This is an optimization exercise on Yosys and OpenROAD, whose aim is small area, not a production implementation. Function was checked by simulation only, so behaviour that the tests miss may differ from the original. Power is estimated from default activity; no workload was simulated.

===== run.sh =====
#!/bin/bash
# synth_recipe.tcl (not shown) runs the flow's synth.tcl, then flattens the netlist and writes it again
# the make line also repeats each setting of config.mk as NAME=value (left out here)
make -C /OpenROAD-flow-scripts/flow DESIGN_CONFIG=/design/flow/config.mk WORK_HOME=/design/flow/orfs CLKGATE_MAP_FILE= SYNTH_SCRIPT=/design/flow/synth_recipe.tcl finish

===== config.mk =====
export PLATFORM = sky130hd
export DESIGN_NAME = id_decode_pipe
export DESIGN_NICKNAME = id_decode_pipe
export VERILOG_FILES = /design/flow/design.v
export SDC_FILE = /design/flow/constraint.sdc
export NUM_CORES = 4
export LEC_CHECK = 0
export CAP_MARGIN = 20
export CORE_MARGIN = 2
export CORE_UTILIZATION = 40
export SLEW_MARGIN = 20

===== constraint.sdc =====
create_clock -name core_clock -period 11.0 [get_ports {clk}]
set_input_delay 2.2000 -clock core_clock [delete_from_list [all_inputs] [get_ports {clk}]]
set_output_delay 2.2000 -clock core_clock [all_outputs]
set_load 0.01 [all_outputs]

===== design.v =====
module id_decode_pipe #(
  parameter int XLEN = 32,
  parameter int NREG = 32,
  parameter int AW   = $clog2(NREG)
) (
  input  logic            clk,
  input  logic            rst,
  input  logic            in_valid,
  output logic            in_ready,
  input  logic [XLEN-1:0] in_pc,
  input  logic [31:0]     in_instr,
  input  logic            hz_stall,
  input  logic            flush,
  input  logic            wb_we,
  input  logic [AW-1:0]   wb_rd,
  input  logic [XLEN-1:0] wb_data,
  input  logic            mem_we,
  input  logic [AW-1:0]   mem_rd,
  input  logic [XLEN-1:0] mem_data,
  output logic            out_valid,
  input  logic            out_ready,
  output logic [AW-1:0]   out_rs1,
  output logic [AW-1:0]   out_rs2,
  output logic [AW-1:0]   out_rd,
  output logic [XLEN-1:0] out_rs1_data,
  output logic [XLEN-1:0] out_rs2_data,
  output logic [XLEN-1:0] out_imm,
  output logic [2:0]      out_funct3,
  output logic [6:0]      out_ctrl,
  output logic            br_taken,
  output logic [XLEN-1:0] br_target
);
  localparam logic [6:0] OPC_R      = 7'b0110011;
  localparam logic [6:0] OPC_IMM    = 7'b0010011;
  localparam logic [6:0] OPC_LOAD   = 7'b0000011;
  localparam logic [6:0] OPC_STORE  = 7'b0100011;
  localparam logic [6:0] OPC_LUI    = 7'b0110111;
  localparam logic [6:0] OPC_BRANCH = 7'b1100011;
  localparam logic [6:0] CTRL_R     = 7'b0100010;
  localparam logic [6:0] CTRL_SUB   = 7'b0100100;
  localparam logic [6:0] CTRL_IMM   = 7'b0100001;
  localparam logic [6:0] CTRL_LOAD  = 7'b1101001;
  localparam logic [6:0] CTRL_STORE = 7'b0010001;
  localparam logic [6:0] CTRL_LUI   = 7'b0100001;
  localparam logic [6:0] CTRL_NONE  = 7'b0000000;
  typedef struct packed {
    logic [AW-1:0]   rs1;
    logic [AW-1:0]   rs2;
    logic [AW-1:0]   rd;
    logic [XLEN-1:0] rs1_data;
    logic [XLEN-1:0] rs2_data;
    logic [XLEN-1:0] imm;
    logic [2:0]      funct3;
    logic [6:0]      ctrl;
  } idex_t;
  logic [XLEN-1:0] rf_q [NREG];
  idex_t           idex_q;
  idex_t           idex_d;
  logic            out_valid_q;
  logic            out_valid_d;
  logic [31:0]     instr_s;
  logic [6:0]      opcode_s;
  logic [2:0]      funct3_s;
  logic [AW-1:0]   rs1_s;
  logic [AW-1:0]   rs2_s;
  logic [AW-1:0]   rd_s;
  logic [XLEN-1:0] rs1_val_s;
  logic [XLEN-1:0] rs2_val_s;
  logic [XLEN-1:0] bimm_s;
  logic [XLEN-1:0] imm_s;
  logic [6:0]      ctrl_s;
  logic            is_branch_s;
  logic            br_cond_s;
  logic            in_ready_s;
  logic            accept_s;
  function automatic logic [XLEN-1:0] sext32(input logic [31:0] v);
    sext32 = $signed(v);
  endfunction
  function automatic logic [XLEN-1:0] operand(
    input logic [AW-1:0]   idx,
    input logic [XLEN-1:0] rf_val,
    input logic            m_we,
    input logic [AW-1:0]   m_rd,
    input logic [XLEN-1:0] m_data,
    input logic            w_we,
    input logic [AW-1:0]   w_rd,
    input logic [XLEN-1:0] w_data
  );
    logic [XLEN-1:0] val;
    if (idx == '0) begin
      val = '0;
    end else if (m_we && (m_rd == idx)) begin
      val = m_data;
    end else if (w_we && (w_rd == idx)) begin
      val = w_data;
    end else begin
      val = rf_val;
    end
    operand = val;
  endfunction
  assign instr_s     = in_instr;
  assign opcode_s    = instr_s[6:0];
  assign funct3_s    = instr_s[14:12];
  assign rd_s        = instr_s[7 +: AW];
  assign rs1_s       = instr_s[15 +: AW];
  assign rs2_s       = instr_s[20 +: AW];
  assign is_branch_s = (opcode_s == OPC_BRANCH);
  assign rs1_val_s = operand(rs1_s, rf_q[rs1_s], mem_we, mem_rd, mem_data,
                             wb_we, wb_rd, wb_data);
  assign rs2_val_s = operand(rs2_s, rf_q[rs2_s], mem_we, mem_rd, mem_data,
                             wb_we, wb_rd, wb_data);
  always_comb begin
    ctrl_s = CTRL_NONE;
    case (opcode_s)
      OPC_R: begin
        if (instr_s[30] && (funct3_s == 3'b000)) begin
          ctrl_s = CTRL_SUB;
        end else begin
          ctrl_s = CTRL_R;
        end
      end
      OPC_IMM:   ctrl_s = CTRL_IMM;
      OPC_LOAD:  ctrl_s = CTRL_LOAD;
      OPC_STORE: ctrl_s = CTRL_STORE;
      OPC_LUI:   ctrl_s = CTRL_LUI;
      default:   ctrl_s = CTRL_NONE;
    endcase
  end
  assign bimm_s = sext32({{19{instr_s[31]}}, instr_s[31], instr_s[7], instr_s[30:25],
                          instr_s[11:8], 1'b0});
  always_comb begin
    imm_s = '0;
    case (opcode_s)
      OPC_IMM, OPC_LOAD: imm_s = sext32({{20{instr_s[31]}}, instr_s[31:20]});
      OPC_STORE:         imm_s = sext32({{20{instr_s[31]}}, instr_s[31:25], instr_s[11:7]});
      OPC_BRANCH:        imm_s = bimm_s;
      OPC_LUI:           imm_s = sext32({instr_s[31:12], 12'h000});
      default:           imm_s = '0;
    endcase
  end
  always_comb begin
    br_cond_s = 1'b0;
    case (funct3_s)
      3'b000:  br_cond_s = (rs1_val_s == rs2_val_s);
      3'b001:  br_cond_s = (rs1_val_s != rs2_val_s);
      3'b100:  br_cond_s = ($signed(rs1_val_s) <  $signed(rs2_val_s));
      3'b101:  br_cond_s = ($signed(rs1_val_s) >= $signed(rs2_val_s));
      3'b110:  br_cond_s = (rs1_val_s <  rs2_val_s);
      3'b111:  br_cond_s = (rs1_val_s >= rs2_val_s);
      default: br_cond_s = 1'b0;
    endcase
  end
  assign in_ready_s = !rst && !hz_stall && !flush && (!out_valid_q || out_ready);
  assign accept_s   = in_valid && in_ready_s;
  assign in_ready  = in_ready_s;
  assign br_taken  = accept_s && is_branch_s && br_cond_s;
  assign br_target = in_pc + bimm_s;
  always_comb begin
    out_valid_d = out_valid_q;
    idex_d      = idex_q;
    if (flush) begin
      out_valid_d = 1'b0;
    end else if (accept_s) begin
      out_valid_d     = 1'b1;
      idex_d.rs1      = rs1_s;
      idex_d.rs2      = rs2_s;
      idex_d.rd       = rd_s;
      idex_d.rs1_data = rs1_val_s;
      idex_d.rs2_data = rs2_val_s;
      idex_d.imm      = imm_s;
      idex_d.funct3   = funct3_s;
      idex_d.ctrl     = ctrl_s;
    end else if (out_ready) begin
      out_valid_d = 1'b0;
    end else begin
      out_valid_d = out_valid_q;
    end
  end
  always_ff @(posedge clk) begin
    if (rst) begin
      out_valid_q <= 1'b0;
      idex_q      <= '0;
    end else begin
      out_valid_q <= out_valid_d;
      idex_q      <= idex_d;
    end
  end
  always_ff @(posedge clk) begin
    if (rst) begin
      for (int i = 0; i < NREG; i++) begin
        rf_q[i] <= '0;
      end
    end else if (wb_we && (wb_rd != '0)) begin
      rf_q[wb_rd] <= wb_data;
    end
  end
  assign out_valid    = out_valid_q;
  assign out_rs1      = idex_q.rs1;
  assign out_rs2      = idex_q.rs2;
  assign out_rd       = idex_q.rd;
  assign out_rs1_data = idex_q.rs1_data;
  assign out_rs2_data = idex_q.rs2_data;
  assign out_imm      = idex_q.imm;
  assign out_funct3   = idex_q.funct3;
  assign out_ctrl     = idex_q.ctrl;
endmodule

==> results.txt <==
[stage by stage]
| step | hold slack (ns) | instances | power, mW | setup WS [ns] | area (µm²) |
|---|---|---|---|---|---|
| 3_5_place_dp | 0.440 | 6365 | 6.80 | 0.426 | 67600 |
| 6_report | 0.450 | 6601 | 11.0 | 0.522 | 71600 |
| 4_1_cts | 0.449 | 6590 | 11.0 | 0.415 | 71600 |
| 3_3_place_gp | 0.438 | 6365 | 6.79 | 0.493 | 67600 |
| 5_1_grt | 0.467 | 6591 | 11.2 | 0.0825 | 71600 |
| 2_1_floorplan | 0.470 | 4290 | 6.12 | 2.48 | 62200 |
[power by group through the flow]
stage	Sequential (mW)	Clock [mW]	Combinational [mW]
floorplan	5.12	0	0.995
CTS	5.07	4.25	1.65
detailed placement	5.16	0	1.64
global route	5.10	4.40	1.74
global placement	5.15	0	1.64
finish	5.08	4.22	1.66
[cells by family after synthesis]
logic type      Yosys count  synth area share
simple gates           1482             0.135
fa+ha+maj                63            0.0128
mux                     705             0.243
flops                  1145             0.534
buf+inv                 447            0.0313
other cells               1         0.0000604
xor+xnor                 45           0.00635
compound gates          371            0.0378
[per-layer routing]
metal / share of wire / global-route usage
met4: 0.037 / 0.105
met5: 0.00047 / 0
met1: 0.38 / 0.393
met3: 0.13 / 0.0808
met2: 0.45 / 0.439
[state kept, by name, indices dropped and copies added, names as in the netlist]
name         flops
idex_q         120
out_valid_q      1
rf_q          1024
[cell usage after synthesis (5+ instances only)]
master	instances	share of area
dfxtp_1	121	0.039
a31oi_1	23	0.0023
mux2i_1	65	0.010
nand3_1	37	0.0030
nor4_1	8	0.00081
a21o_1	13	0.0016
a32o_1	31	0.0050
a211oi_1	38	0.0046
o21ai_1	104	0.0084
and2_1	996	0.10
mux4_2	640	0.23
buf_4	5	0.00060
a21oi_1	98	0.0079
a22oi_1	10	0.0012
clkbuf_1	333	0.020
inv_1	18	0.0011
o21ai_0	11	0.00089
xor2_1	23	0.0032
nand2b_1	5	0.00050
nor2b_1	5	0.00050
nor2_1	144	0.0087
edfxtp_1	1024	0.50
ha_1	62	0.012
nor3_1	6	0.00048
buf_6	24	0.0044
buf_2	51	0.0041
o21a_1	5	0.00060
buf_1	16	0.00097
and3_1	9	0.00091
nand2_1	210	0.013
xnor2_1	22	0.0031
nand4_1	10	0.0010
or2_2	33	0.0033
nand3b_1	8	0.00097
[cell usage in the layout, fill, tap and decap left out, drive strengths merged, types with 6 or more instances in the layout]
| cell | n |
|---|---|
| conb | 32 |
| diode | 11 |
| a21oi | 98 |
| clkbuf | 149 |
| dfxtp | 121 |
| mux4 | 640 |
| nor4 | 8 |
| a31oi | 23 |
| ha | 62 |
| a22oi | 10 |
| and2 | 996 |
| a211oi | 38 |
| xor2 | 23 |
| or2 | 34 |
| edfxtp | 1024 |
| inv | 20 |
| a21o | 13 |
| nand4 | 10 |
| buf | 175 |
| o21ai | 115 |
| and3 | 9 |
| nor3 | 6 |
| clkinv | 55 |
| nand3b | 8 |
| nand2 | 210 |
| nand3 | 37 |
| bufinv | 16 |
| clkdlybuf4s50 | 285 |
| mux2i | 65 |
| nor2 | 144 |
| a32o | 31 |
| xnor2 | 22 |
[worst min-delay path: cells and delay by family (launching register included)]
family          cells  cell delay, ns
flops               1            0.31
simple gates        1            0.05
compound gates      1            0.05
[area by class of cell]
class                   instances  area [µm²]  share of cell area
repair buffers                460        4430              0.0618
flip-flops and latches       1145       33200               0.463
inverters                      18        67.6            0.000943
clock inverters                76         771              0.0108
diodes                         11        27.5            0.000384
well taps                    2044        2560              0.0357
multi-input cells            2698       27400               0.382
clock buffers                 149        3230              0.0450
[worst paths after layout]
check	start	depth (start not counted)	end	slack [ns]
hold / removal	idex_q[42]	2	idex_q[42]	0.45
hold reg to reg	idex_q[42]	2	idex_q[42]	0.45
setup reg to reg	out_valid_q	8	idex_q[90]	7.65
setup / recovery	in_instr[15]	18	br_taken	0.52
==> flow_metrics.env <==
export IMPL_final_setup_viol_count=0
export IMPL_worstPathRequired_ns=8.80
export IMPL_endpoint_kind="output pin"
export IMPL_clkTransAtPathRegs_ns=0.06
export IMPL_vias_per_cell=6.28
export IMPL_synth_cell_area_um2=62100
export IMPL_slowest_delay_ns=0.76
export IMPL_min_period_ns=10.48
export IMPL_area_growth_pct=15.4
export IMPL_n_fill_cell=13300
export IMPL_wl_per_cell_um=34.8
export IMPL_worst_slew_pin_slew_ns=1.17
export IMPL_path_buf_inv=3
export IMPL_yosysWarningCount=1
export IMPL_overflow=0
export IMPL_startpoint_type="primary input"
export IMPL_cts_tree="built"
export IMPL_cts_resized=0
export IMPL_avgSynthCellArea_um2=14.6
export IMPL_hold_viol_final=0
export IMPL_path_max_fanout=60
export IMPL_pwr_share_clk=0.385
export IMPL_path_class="in -> out"
export IMPL_grt_pass1_vias=40200
export IMPL_drive_gt1_frac=0.235
export IMPL_drv_cap=0
export IMPL_cp_data_arrival_time_ns=8.28
export IMPL_antenna_found_initial=33
export IMPL_fp_dieW_um=398
export IMPL_clkSinkCount=1145
export IMPL_grt_max_degree=96
export IMPL_pwr_share_comb=0.152
export IMPL_pwr_share_seq=0.463
export IMPL_cts_buffer_depth=3
export IMPL_slew_headroom=0.216
export IMPL_rsz0062_at_grt="false"
export IMPL_p_sw_mw=2.82
export IMPL_cts_made_buffers=119
export IMPL_nets=4651
export IMPL_track_usage=0.288
export IMPL_routed_wl_um=230000
export IMPL_path_delay_family="buffers and inverters"
export IMPL_num_vias=41500
export IMPL_slew_violations=0
export IMPL_synth_edff_count=1024
export IMPL_path_cells="buf_8 -> buf_4 -> mux4_2 -> mux4_2 -> mux2i_1 -> a211oi_1 -> a21oi_1 -> nor2_1 -> ha_1 -> nand4_1 -> nor4_1 -> a21boi_0 -> o311ai_1 -> a211oi_1 -> o21ai_0 -> a21boi_1 -> o21ai_1 -> clkdlybuf4s50_1"
export IMPL_top_level_ports=302
export IMPL_dieArea_um2=158000
export IMPL_firstDrtPassIters=7
export IMPL_fin_util=0.465
export IMPL_min_path_type="reg -> reg"
export IMPL_synth_cells=4259
export IMPL_p_per_area_nw_per_um2=153
export IMPL_fmax_mhz=95.4
export IMPL_port_buffers=299
export IMPL_fin_crit_sh=0.953
export IMPL_outcome="no timing/DRC/antenna violations"
export IMPL_p_int_mw=8.15
export IMPL_fp_dieH_um=398
export IMPL_hpwl_um=131000
export IMPL_p_leak_nw=24.5
export IMPL_cts_setup_buffers=0
export IMPL_netSwitchingFraction=0.257
export IMPL_cts_root_buf="clkbuf_16"
export IMPL_cts_hold_buf=0
export IMPL_yosysSeqAreaShare=0.534
export IMPL_crit_slowest_cell="nor4_1"
export IMPL_fp_row_count=144
export IMPL_yosysUniqueCellTypes=66
export IMPL_initial_core_util=0.403
export IMPL_totalNegativeSetupSlack_ns=0
export IMPL_drt_iter0_markers=6793
export IMPL_ir_drop_mv=0.152
export IMPL_synthFlopType="edfxtp_1"
export IMPL_drc=0
export IMPL_finalClockSkew_ns=0.0386
export IMPL_grt_pass1_wl_um=317000
export IMPL_core_area_um2=154000
export IMPL_gp_congestion=0.887
export IMPL_async_reset_ff_frac=0
export IMPL_ys_ff_latch=1145
export IMPL_ant_nets=0
export IMPL_htreeDepth=3
export IMPL_insertion_delay_ns=0.77

## separate check: timing with driven ports
How much do the figures lean on ideal ports? The routed layout below was timed once more, with nothing changed but the port constraints. Step 1 sets driving cells, clkbuf_16 on the clock port and buf_2 on the other inputs (assumed; they add their load-dependent delay and slew). Step 2 moves the port delays by t, midway between the first and last clock arrival at a register: inputs arrive t later, outputs are due t later. That takes back most of the time a late clock gives input paths. a / b / c = ideal ports / drivers / drivers and shift; a / b = the first two.
t (ns): 0.833
setup slack, ns: 0.522 / 0.405 / 0.405
worst hold slack (ns): 0.450 / 0.450 / 0.450
worst setup path at the end: input to output
cell pins on the clock port's net: 1
After both steps setup and hold are still met in this run. For this run, drivers alone change the setup slack by -0.117 ns; drivers and shift together by -0.117 ns.
